Source: an optimization exercise on an open RTL-to-GDS flow (aim: small area and a short achievable clock period). Production flows keep margins and buffers that such runs may drop.
Only simulation tests tie the RTL to the original design; equivalence was not proved.

==> design/flow/design.v <==
`default_nettype none
module gimbal_bilinear_servo_map (
  input  wire                                      clk,
  input  wire                                      rst_n,
  input  wire                                      start,
  output logic                                     busy,
  input  wire  signed [15:0]         in_pitch_setpoint,
  input  wire  signed [15:0]         in_yaw_setpoint,
  output logic                                     out_valid,
  output logic signed [14:0]        out_top_angle_raw,
  output logic signed [14:0]        out_bottom_angle_raw,
  output logic        [6:0]        out_top_servo_cmd,
  output logic        [6:0]        out_bottom_servo_cmd,
  input  wire                                      cfg_valid,
  output logic                                     cfg_ready,
  input  wire         [0:0]    cfg_index,
  input  wire         [15:0]        cfg_data
);
  localparam int ANGLE_FRAC_BITS = 8;
  localparam int SP_W      = 16;
  localparam int OFS_W     = 16;
  localparam int RAW_W     = 15;
  localparam int CMD_W     = 7;
  localparam int CFG_IDX_W = 1;
  localparam logic [CFG_IDX_W-1:0] REG_PITCH_OFFSET = 1'b0;
  localparam logic [CFG_IDX_W-1:0] REG_YAW_OFFSET   = 1'b1;
  localparam logic [OFS_W-1:0] PITCH_OFFSET_RST = 16'd23040;
  localparam logic [OFS_W-1:0] YAW_OFFSET_RST   = 16'd22784;
  localparam int GRID_N    = 9;
  localparam int MAP_CELLS = GRID_N * GRID_N;
  localparam int CELL_MAX  = 7;
  localparam int IDX_W     = 3;
  localparam int AW        = $clog2(MAP_CELLS);
  localparam int LIM_DEG   = 20;
  localparam int STEP_DEG  = 5;
  localparam int LIM       = LIM_DEG << ANGLE_FRAC_BITS;
  localparam int STEP      = STEP_DEG << ANGLE_FRAC_BITS;
  localparam int ROM_W   = ANGLE_FRAC_BITS + 7;   
  localparam int U_W     = ANGLE_FRAC_BITS + 6;   
  localparam int WHOLE_W = 6;
  localparam int REM_W   = ANGLE_FRAC_BITS + 3;   
  localparam int FR_W    = ANGLE_FRAC_BITS + 1;   
  localparam int DIV_K   = REM_W + 3;
  localparam int DIV_M   = ((2 ** DIV_K) + STEP_DEG - 1) / STEP_DEG;
  localparam int DIVP_W  = REM_W + DIV_K;
  localparam int LP_W    = ROM_W + FR_W + 2;
  localparam int SUM_W   = ((ROM_W > OFS_W + 1) ? ROM_W : OFS_W + 1) + 1;
  localparam int CMD_MIN = 60;
  localparam int CMD_MAX = 120;
  localparam int RAW_MAX = (2 ** (RAW_W - 1)) - 1;
  localparam int RAW_MIN = -(2 ** (RAW_W - 1));
  typedef logic signed [ROM_W-1:0] rom_t;
  typedef logic [FR_W-1:0]         frac_t;
  function automatic rom_t top_rom_at(input logic [AW-1:0] a);
    case (a)
      7'd0: top_rom_at = 15'h7eb2;   
      7'd1: top_rom_at = 15'h052a;   
      7'd2: top_rom_at = 15'h0b4c;   
      7'd3: top_rom_at = 15'h1136;   
      7'd4: top_rom_at = 15'h1705;   
      7'd5: top_rom_at = 15'h1cf7;   
      7'd6: top_rom_at = 15'h231c;   
      7'd7: top_rom_at = 15'h294f;   
      7'd8: top_rom_at = 15'h2f93;   
      7'd9: top_rom_at = 15'h7942;   
      7'd10: top_rom_at = 15'h7f94;   
      7'd11: top_rom_at = 15'h0594;   
      7'd12: top_rom_at = 15'h0b5d;   
      7'd13: top_rom_at = 15'h10f4;   
      7'd14: top_rom_at = 15'h171b;   
      7'd15: top_rom_at = 15'h1d11;   
      7'd16: top_rom_at = 15'h2311;   
      7'd17: top_rom_at = 15'h291c;   
      7'd18: top_rom_at = 15'h73e2;   
      7'd19: top_rom_at = 15'h7a17;   
      7'd20: top_rom_at = 15'h0000;   
      7'd21: top_rom_at = 15'h05b6;   
      7'd22: top_rom_at = 15'h0b2c;   
      7'd23: top_rom_at = 15'h1141;   
      7'd24: top_rom_at = 15'h1714;   
      7'd25: top_rom_at = 15'h1cef;   
      7'd26: top_rom_at = 15'h22d2;   
      7'd27: top_rom_at = 15'h6e82;   
      7'd28: top_rom_at = 15'h74a2;   
      7'd29: top_rom_at = 15'h7a7d;   
      7'd30: top_rom_at = 15'h0028;   
      7'd31: top_rom_at = 15'h058e;   
      7'd32: top_rom_at = 15'h0b70;   
      7'd33: top_rom_at = 15'h112d;   
      7'd34: top_rom_at = 15'h16f0;   
      7'd35: top_rom_at = 15'h1cba;   
      7'd36: top_rom_at = 15'h68fb;   
      7'd37: top_rom_at = 15'h6f3f;   
      7'd38: top_rom_at = 15'h7512;   
      7'd39: top_rom_at = 15'h7aba;   
      7'd40: top_rom_at = 15'h0000;   
      7'd41: top_rom_at = 15'h0546;   
      7'd42: top_rom_at = 15'h0aee;   
      7'd43: top_rom_at = 15'h10c1;   
      7'd44: top_rom_at = 15'h1705;   
      7'd45: top_rom_at = 15'h6346;   
      7'd46: top_rom_at = 15'h6910;   
      7'd47: top_rom_at = 15'h6ed3;   
      7'd48: top_rom_at = 15'h7490;   
      7'd49: top_rom_at = 15'h7a72;   
      7'd50: top_rom_at = 15'h7fd8;   
      7'd51: top_rom_at = 15'h0583;   
      7'd52: top_rom_at = 15'h0b5e;   
      7'd53: top_rom_at = 15'h117e;   
      7'd54: top_rom_at = 15'h5d2e;   
      7'd55: top_rom_at = 15'h6311;   
      7'd56: top_rom_at = 15'h68ec;   
      7'd57: top_rom_at = 15'h6ebf;   
      7'd58: top_rom_at = 15'h74d4;   
      7'd59: top_rom_at = 15'h7a4a;   
      7'd60: top_rom_at = 15'h0000;   
      7'd61: top_rom_at = 15'h05e9;   
      7'd62: top_rom_at = 15'h0c1e;   
      7'd63: top_rom_at = 15'h56e4;   
      7'd64: top_rom_at = 15'h5cef;   
      7'd65: top_rom_at = 15'h62ef;   
      7'd66: top_rom_at = 15'h68e5;   
      7'd67: top_rom_at = 15'h6f0c;   
      7'd68: top_rom_at = 15'h74a3;   
      7'd69: top_rom_at = 15'h7a6c;   
      7'd70: top_rom_at = 15'h006c;   
      7'd71: top_rom_at = 15'h06be;   
      7'd72: top_rom_at = 15'h506d;   
      7'd73: top_rom_at = 15'h56b1;   
      7'd74: top_rom_at = 15'h5ce4;   
      7'd75: top_rom_at = 15'h6309;   
      7'd76: top_rom_at = 15'h68fb;   
      7'd77: top_rom_at = 15'h6eca;   
      7'd78: top_rom_at = 15'h74b4;   
      7'd79: top_rom_at = 15'h7ad6;   
      7'd80: top_rom_at = 15'h014e;   
      default: top_rom_at = '0;
    endcase
  endfunction
  function automatic rom_t bot_rom_at(input logic [AW-1:0] a);
    case (a)
      7'd0: bot_rom_at = 15'h55df;   
      7'd1: bot_rom_at = 15'h5b41;   
      7'd2: bot_rom_at = 15'h60cd;   
      7'd3: bot_rom_at = 15'h666c;   
      7'd4: bot_rom_at = 15'h6b88;   
      7'd5: bot_rom_at = 15'h70d2;   
      7'd6: bot_rom_at = 15'h769c;   
      7'd7: bot_rom_at = 15'h7c54;   
      7'd8: bot_rom_at = 15'h0201;   
      7'd9: bot_rom_at = 15'h5aaa;   
      7'd10: bot_rom_at = 15'h5ff0;   
      7'd11: bot_rom_at = 15'h656a;   
      7'd12: bot_rom_at = 15'h6afe;   
      7'd13: bot_rom_at = 15'h702a;   
      7'd14: bot_rom_at = 15'h760f;   
      7'd15: bot_rom_at = 15'h7ba3;   
      7'd16: bot_rom_at = 15'h012f;   
      7'd17: bot_rom_at = 15'h06b7;   
      7'd18: bot_rom_at = 15'h6005;   
      7'd19: bot_rom_at = 15'h652d;   
      7'd20: bot_rom_at = 15'h6a8f;   
      7'd21: bot_rom_at = 15'h7010;   
      7'd22: bot_rom_at = 15'h753f;   
      7'd23: bot_rom_at = 15'h7b32;   
      7'd24: bot_rom_at = 15'h00a5;   
      7'd25: bot_rom_at = 15'h0615;   
      7'd26: bot_rom_at = 15'h0b83;   
      7'd27: bot_rom_at = 15'h659c;   
      7'd28: bot_rom_at = 15'h6aaa;   
      7'd29: bot_rom_at = 15'h6ff6;   
      7'd30: bot_rom_at = 15'h7567;   
      7'd31: bot_rom_at = 15'h7a94;   
      7'd32: bot_rom_at = 15'h004e;   
      7'd33: bot_rom_at = 15'h05af;   
      7'd34: bot_rom_at = 15'h0b0f;   
      7'd35: bot_rom_at = 15'h106f;   
      7'd36: bot_rom_at = 15'h6aa3;   
      7'd37: bot_rom_at = 15'h6fbb;   
      7'd38: bot_rom_at = 15'h750d;   
      7'd39: bot_rom_at = 15'h7a80;   
      7'd40: bot_rom_at = 15'h0000;   
      7'd41: bot_rom_at = 15'h0580;   
      7'd42: bot_rom_at = 15'h0af3;   
      7'd43: bot_rom_at = 15'h1045;   
      7'd44: bot_rom_at = 15'h155d;   
      7'd45: bot_rom_at = 15'h6f91;   
      7'd46: bot_rom_at = 15'h74f1;   
      7'd47: bot_rom_at = 15'h7a51;   
      7'd48: bot_rom_at = 15'h7fb2;   
      7'd49: bot_rom_at = 15'h056c;   
      7'd50: bot_rom_at = 15'h0a99;   
      7'd51: bot_rom_at = 15'h100a;   
      7'd52: bot_rom_at = 15'h1556;   
      7'd53: bot_rom_at = 15'h1a64;   
      7'd54: bot_rom_at = 15'h747d;   
      7'd55: bot_rom_at = 15'h79eb;   
      7'd56: bot_rom_at = 15'h7f5b;   
      7'd57: bot_rom_at = 15'h04ce;   
      7'd58: bot_rom_at = 15'h0ac1;   
      7'd59: bot_rom_at = 15'h0ff0;   
      7'd60: bot_rom_at = 15'h1571;   
      7'd61: bot_rom_at = 15'h1ad3;   
      7'd62: bot_rom_at = 15'h1ffb;   
      7'd63: bot_rom_at = 15'h7949;   
      7'd64: bot_rom_at = 15'h7ed1;   
      7'd65: bot_rom_at = 15'h045d;   
      7'd66: bot_rom_at = 15'h09f1;   
      7'd67: bot_rom_at = 15'h0fd6;   
      7'd68: bot_rom_at = 15'h1502;   
      7'd69: bot_rom_at = 15'h1a96;   
      7'd70: bot_rom_at = 15'h2010;   
      7'd71: bot_rom_at = 15'h2556;   
      7'd72: bot_rom_at = 15'h7dff;   
      7'd73: bot_rom_at = 15'h03ac;   
      7'd74: bot_rom_at = 15'h0964;   
      7'd75: bot_rom_at = 15'h0f2e;   
      7'd76: bot_rom_at = 15'h1478;   
      7'd77: bot_rom_at = 15'h1994;   
      7'd78: bot_rom_at = 15'h1f33;   
      7'd79: bot_rom_at = 15'h24bf;   
      7'd80: bot_rom_at = 15'h2a21;   
      default: bot_rom_at = '0;
    endcase
  endfunction
  function automatic logic [U_W-1:0] clamp_shift(input logic signed [SP_W-1:0] sp);
    logic signed [SP_W:0] v;
    logic signed [SP_W:0] lim;
    lim = LIM;
    v   = {sp[SP_W-1], sp};
    if (v < -lim) begin
      v = -lim;
    end else if (v > lim) begin
      v = lim;
    end
    clamp_shift = U_W'(v + lim);
  endfunction
  function automatic rom_t lerp(input rom_t q0, input rom_t q1, input frac_t f);
    logic signed [ROM_W:0]   d;
    logic signed [LP_W-1:0]  p;
    logic signed [LP_W-1:0]  t;
    d = (ROM_W + 1)'(q1) - (ROM_W + 1)'(q0);
    p = LP_W'(d) * LP_W'($signed({1'b0, f}));
    t = p[LP_W-1] ? -((-p) >>> ANGLE_FRAC_BITS) : (p >>> ANGLE_FRAC_BITS);
    lerp = rom_t'(LP_W'(q0) + t);
  endfunction
  function automatic logic [CMD_W-1:0] to_cmd(input logic signed [SUM_W-1:0] s);
    logic signed [SUM_W-1:0] d;
    logic signed [SUM_W-1:0] lo;
    logic signed [SUM_W-1:0] hi;
    lo = CMD_MIN;
    hi = CMD_MAX;
    d  = s[SUM_W-1] ? -((-s) >>> ANGLE_FRAC_BITS) : (s >>> ANGLE_FRAC_BITS);
    if (d < lo) begin
      to_cmd = CMD_W'(CMD_MIN);
    end else if (d > hi) begin
      to_cmd = CMD_W'(CMD_MAX);
    end else begin
      to_cmd = CMD_W'(d);
    end
  endfunction
  function automatic logic [RAW_W-1:0] raw_sat(input rom_t v);
    logic signed [ROM_W:0] w;
    logic signed [ROM_W:0] lo;
    logic signed [ROM_W:0] hi;
    lo = RAW_MIN;
    hi = RAW_MAX;
    w  = {v[ROM_W-1], v};
    if (w < lo) begin
      raw_sat = RAW_W'(RAW_MIN);
    end else if (w > hi) begin
      raw_sat = RAW_W'(RAW_MAX);
    end else begin
      raw_sat = RAW_W'(v);
    end
  endfunction
  logic busy_r;
  logic accept;
  always_ff @(posedge clk) begin
    busy_r <= ~rst_n;
  end
  assign busy      = busy_r;
  assign cfg_ready = 1'b1;
  assign accept    = start & ~busy_r;
  logic [OFS_W-1:0] pitch_ofs_r;
  logic [OFS_W-1:0] yaw_ofs_r;
  always_ff @(posedge clk) begin
    if (!rst_n) begin
      pitch_ofs_r <= PITCH_OFFSET_RST;
      yaw_ofs_r   <= YAW_OFFSET_RST;
    end else if (cfg_valid && cfg_ready) begin
      case (cfg_index)
        REG_PITCH_OFFSET: pitch_ofs_r <= cfg_data;
        REG_YAW_OFFSET:   yaw_ofs_r   <= cfg_data;
        default: ;
      endcase
    end
  end
  logic [5:0] vld_r;
  always_ff @(posedge clk) begin
    if (!rst_n) begin
      vld_r <= '0;
    end else begin
      vld_r <= {vld_r[4:0], accept};
    end
  end
  logic [U_W-1:0] s1_pu_r, s1_yu_r;
  always_ff @(posedge clk) begin
    s1_pu_r <= clamp_shift(in_pitch_setpoint);
    s1_yu_r <= clamp_shift(in_yaw_setpoint);
  end
  logic [IDX_W-1:0] col_nxt, row_nxt;
  logic [REM_W-1:0] s2_prem_r, s2_yrem_r;
  logic [AW-1:0]    s2_base_r;
  always_comb begin
    col_nxt = '0;
    row_nxt = '0;
    for (int k = 1; k <= CELL_MAX; k++) begin
      if (s1_pu_r[U_W-1 -: WHOLE_W] >= WHOLE_W'(STEP_DEG * k)) col_nxt = IDX_W'(k);
      if (s1_yu_r[U_W-1 -: WHOLE_W] >= WHOLE_W'(STEP_DEG * k)) row_nxt = IDX_W'(k);
    end
  end
  always_ff @(posedge clk) begin
    s2_prem_r <= REM_W'(s1_pu_r - U_W'(int'(col_nxt) * STEP));
    s2_yrem_r <= REM_W'(s1_yu_r - U_W'(int'(row_nxt) * STEP));
    s2_base_r <= AW'(int'(row_nxt) * GRID_N + int'(col_nxt));
  end
  logic [DIVP_W-1:0] pdiv, ydiv;
  frac_t             s3_pf_r, s3_yf_r;
  rom_t              s3_t11_r, s3_t12_r, s3_t21_r, s3_t22_r;
  rom_t              s3_b11_r, s3_b12_r, s3_b21_r, s3_b22_r;
  assign pdiv = DIVP_W'(s2_prem_r) * DIVP_W'(DIV_M);
  assign ydiv = DIVP_W'(s2_yrem_r) * DIVP_W'(DIV_M);
  always_ff @(posedge clk) begin
    s3_pf_r  <= FR_W'(pdiv >> DIV_K);
    s3_yf_r  <= FR_W'(ydiv >> DIV_K);
    s3_t11_r <= top_rom_at(s2_base_r);
    s3_t12_r <= top_rom_at(AW'(s2_base_r + AW'(1)));
    s3_t21_r <= top_rom_at(AW'(s2_base_r + AW'(GRID_N)));
    s3_t22_r <= top_rom_at(AW'(s2_base_r + AW'(GRID_N + 1)));
    s3_b11_r <= bot_rom_at(s2_base_r);
    s3_b12_r <= bot_rom_at(AW'(s2_base_r + AW'(1)));
    s3_b21_r <= bot_rom_at(AW'(s2_base_r + AW'(GRID_N)));
    s3_b22_r <= bot_rom_at(AW'(s2_base_r + AW'(GRID_N + 1)));
  end
  rom_t  s4_ta_r, s4_tb_r, s4_ba_r, s4_bb_r;
  frac_t s4_yf_r;
  always_ff @(posedge clk) begin
    s4_ta_r <= lerp(s3_t11_r, s3_t12_r, s3_pf_r);
    s4_tb_r <= lerp(s3_t21_r, s3_t22_r, s3_pf_r);
    s4_ba_r <= lerp(s3_b11_r, s3_b12_r, s3_pf_r);
    s4_bb_r <= lerp(s3_b21_r, s3_b22_r, s3_pf_r);
    s4_yf_r <= s3_yf_r;
  end
  rom_t s5_top_r, s5_bot_r;
  always_ff @(posedge clk) begin
    s5_top_r <= lerp(s4_ta_r, s4_tb_r, s4_yf_r);
    s5_bot_r <= lerp(s4_ba_r, s4_bb_r, s4_yf_r);
  end
  logic signed [SUM_W-1:0] top_sum, bot_sum;
  assign top_sum = SUM_W'(s5_top_r) + SUM_W'($signed({1'b0, pitch_ofs_r}));
  assign bot_sum = SUM_W'($signed({1'b0, yaw_ofs_r})) - SUM_W'(s5_bot_r);
  logic signed [RAW_W-1:0] out_top_raw_r, out_bot_raw_r;
  logic [CMD_W-1:0]        out_top_cmd_r, out_bot_cmd_r;
  always_ff @(posedge clk) begin
    out_top_raw_r <= raw_sat(s5_top_r);
    out_bot_raw_r <= raw_sat(s5_bot_r);
    out_top_cmd_r <= to_cmd(top_sum);
    out_bot_cmd_r <= to_cmd(bot_sum);
  end
  assign out_valid            = vld_r[5];
  assign out_top_angle_raw    = out_top_raw_r;
  assign out_bottom_angle_raw = out_bot_raw_r;
  assign out_top_servo_cmd    = out_top_cmd_r;
  assign out_bottom_servo_cmd = out_bot_cmd_r;
endmodule
`default_nettype wire
==> design/flow/run.sh <==
#!/bin/bash
# synth_recipe.tcl (not shown) runs the flow's synth.tcl, then flattens the netlist and writes it again
# the make line also repeats each setting of config.mk as NAME=value (left out here)
make -C /OpenROAD-flow-scripts/flow DESIGN_CONFIG=/design/flow/config.mk WORK_HOME=/design/flow/orfs CLKGATE_MAP_FILE= SYNTH_SCRIPT=/design/flow/synth_recipe.tcl finish
==> design/flow/config.mk <==
export PLATFORM = sky130hd
export DESIGN_NAME = gimbal_bilinear_servo_map
export DESIGN_NICKNAME = gimbal_bilinear_servo_map
export VERILOG_FILES = /design/flow/design.v
export SDC_FILE = /design/flow/constraint.sdc
export NUM_CORES = 4
export LEC_CHECK = 0
export CAP_MARGIN = 40
export CORE_MARGIN = 2
export CORE_UTILIZATION = 40
export SLEW_MARGIN = 20
==> design/flow/constraint.sdc <==
create_clock -name core_clock -period 11.0 [get_ports {clk}]
set_input_delay 2.2000 -clock core_clock [delete_from_list [all_inputs] [get_ports {clk}]]
set_output_delay 2.2000 -clock core_clock [all_outputs]
set_load 0.01 [all_outputs]
==> summary.txt <==
Yosys cell counts, types with 186 or more instances:
cell type / count / area share
o21ai_0: 404 / 0.029
dfxtp_1: 377 / 0.11
fa_1: 818 / 0.24
nand2_1: 1029 / 0.056
and2_1: 340 / 0.031
ha_1: 763 / 0.14
clkbuf_1: 350 / 0.019
a21oi_1: 511 / 0.037
nor2_1: 542 / 0.029
xnor2_1: 321 / 0.040
inv_1: 1283 / 0.069
nor3_1: 186 / 0.013
routing by layer:
metal  global-route usage  vias to the layer above  wire, um
li1                     -                    29300         -
met1                0.358                    30900    103000
met2                0.411                     2598    105000
met3               0.0440                      583     18800
met4                0.120                       14     12300
met5                    0                        -        93
timing repair:
action	CTS	global route
setup buffers	1	23
gates resized for setup	5	89
gates cloned	0	0
pin swaps	1	23
setup endpoints to repair	3	23
worst paths after layout:
check	endpoint	slack [ps]	startpoint	cells after the start
min	s2_yrem_r[0]	320	s1_yu_r[0]	0
max reg2reg	s4_ba_r[14]	530	s3_b11_r[2]	46
max	s4_ba_r[14]	530	s3_b11_r[2]	46
min reg2reg	s2_yrem_r[0]	320	s1_yu_r[0]	0
final cells by class:
| class | count | area, um2 | area share |
|---|---|---|---|
| Antenna cell | 4 | 10.0 | 0.000132 |
| Clock buffer | 57 | 1250 | 0.0165 |
| Clock inverter | 28 | 400 | 0.00526 |
| Inverter | 1290 | 4850 | 0.0637 |
| Multi-Input combinational cell | 6710 | 56200 | 0.739 |
| Sequential cell | 377 | 7570 | 0.0996 |
| Tap cell | 2325 | 2910 | 0.0383 |
| Timing Repair Buffer | 336 | 2870 | 0.0378 |
worst reg2reg max path: cells and delay by family, from the launching register on:
family,cells,cell delay (ps)
AO/OA/AOI/OAI,17,3260
XOR/XNOR,5,820
adder cells (fa/ha/maj),9,3870
buffers and inverters,5,430
flip-flops,1,340
AND/OR/NAND/NOR,10,1600
stage by stage:
step	util	hold slack, ps	std cells	area (um2)
finish	0.438	320	11100	76000
global route	0.438	326	11100	76000
CTS	0.435	325	11100	75500
detailed placement	0.426	312	11000	73800
global placement	0.424	312	11000	73600
floorplan	-	310	8784	69600
cell families after synthesis:
family,count (synthesis)
xor+xnor,440
mux,34
flops,377
fa+ha+maj,1582
simple gates,2789
compound gates,1864
other cells,1
buf+inv,1697
==> results.sh <==
export IMPL_slew_headroom=0.347
export IMPL_tightest_slew_ps=967
export IMPL_core_area_mm2=0.173
export IMPL_async_reset_ff_frac=0
export IMPL_cts_made_buffers=47
export IMPL_wirelength_um=239000
export IMPL_syn_inst=8784
export IMPL_grt_pass1_vias=63400
export IMPL_synth_flop_cell="dfxtp_1"
export IMPL_largestRegisters="pitch_ofs_r (16), yaw_ofs_r (16)"
export IMPL_grt_util_all_layers=0.264
export IMPL_rsz0062_at_grt="yes"
export IMPL_initial_core_util=0.401
export IMPL_nets=10400
export IMPL_hold_class="reg -> reg"
export IMPL_ys_types=102
export IMPL_worstSetupStartpointType="flip-flop"
export IMPL_syn_cell_area_mm2=0.0696
export IMPL_core_rowCount=153
export IMPL_drtIter0Drc=5691
export IMPL_yosys_warnings=1
export IMPL_cts_root_buf="clkbuf_16"
export IMPL_status="no timing/DRC/antenna violations"
export IMPL_drive_above_1_share=0.0589
export IMPL_ys_seq_elements=377
export IMPL_crit_family="adder cells"
export IMPL_antenna_found_initial=10
export IMPL_io_pins=100
export IMPL_cts_tree="done"
export IMPL_hpwl_um=187000
export IMPL_place_congestion=1.02
export IMPL_via_per_inst=5.69
export IMPL_wl_per_cell_um=21.5
export IMPL_pre_cts_ws_ps=-144
export IMPL_crit_top_cell="fa_1"
export IMPL_vias=63400
export IMPL_cp_num_buf_inv=5
export IMPL_die_x_um=421
export IMPL_clockBufferDepth=3
export IMPL_slowest_stage="fa_1"
export IMPL_post_route_period_util=0.952
export IMPL_crit_arrival_ps=11000
export IMPL_cp_end_kind="flip-flop"
export IMPL_cts_hold_fix_buffers=0
export IMPL_ant_nets=0
export IMPL_clk_pin_slew_worst_paths_ps=60
export IMPL_synth_top_family_by_area="adder cells"
export IMPL_grt_overflow=0
export IMPL_postSynthAreaPerCell_um2=7.92
export IMPL_finalSetupTns_ps=0
export IMPL_finClkSkew_ps=35.3
export IMPL_clk_latency_ps=660
export IMPL_synth_compound_area_frac=0.173
export IMPL_clock_sinks=377
export IMPL_fin_ws_ps=533
export IMPL_synthToLayoutAreaGrowth_pct=9.30
export IMPL_synth_nets=10400
export IMPL_io_buffers=98
export IMPL_dr_pass1_iters=7
export IMPL_grt_start_max_net_pins=155
export IMPL_dieHeight_um=421
export IMPL_finalHoldViolCount=0
export IMPL_drc=0
export IMPL_final_common_cell="inv_1"
export IMPL_ys_seq_area_frac=0.108
export IMPL_crit_required_ps=11530
export IMPL_slew_violations=0
export IMPL_setup_violations_final=0
export IMPL_cap_violations=0
export IMPL_die_area_mm2=0.177
export IMPL_nFillCells=17500
export IMPL_synth_simple_area_share=0.191
export IMPL_synthAdderAreaFrac=0.373
export IMPL_htreeDepth=2
export IMPL_synthMuxAreaShare=0.00716
export IMPL_synth_xor_area_share=0.0558
export IMPL_period_needed_ps=10470
export IMPL_max_stage_delay_ps=560
export IMPL_synth_edff_count=0
export IMPL_critPathKind="reg -> reg"
export IMPL_worstPathMaxFanout=9
export IMPL_fmax_mhz=95.5
export IMPL_layout_common_cells="1282 x inv_1, 1027 x nand2_1, 818 x fa_1"
export IMPL_grt_pass1_wl_um=370000

[afterwards: timing with drivers on the ports]
The flow's constraints put no driver on any port. The routed layout listed below was extracted and timed again, unchanged, in two steps. Step 1 (the two cells are an assumption about what drives the block):
set clk [get_ports {clk}]
set_driving_cell -lib_cell sky130_fd_sc_hd__clkbuf_16 $clk
set_driving_cell -lib_cell sky130_fd_sc_hd__buf_2 [delete_from_list [all_inputs] $clk]
Step 2, shift: input delay + t, output delay - t, t = (earliest + latest rising clock arrival at the registers) / 2. This alone moves slack from input paths to output paths. Slacks: ideal / step 1 / step 2; pairs: ideal / step 1.
shift t [ns]: 0.724
setup WS [ns]: 0.533 / 0.533 / 0.533
worst hold slack (ns): 0.320 / 0.320 / 0.320
slew at the worst register clock pin (ns): 0.08 / 0.08
worst slew at a driven data input, ns: 0.07
After both steps this run still meets setup and hold. For this run, drivers alone change the setup slack by 0.000 ns; drivers and shift together by 0.000 ns.
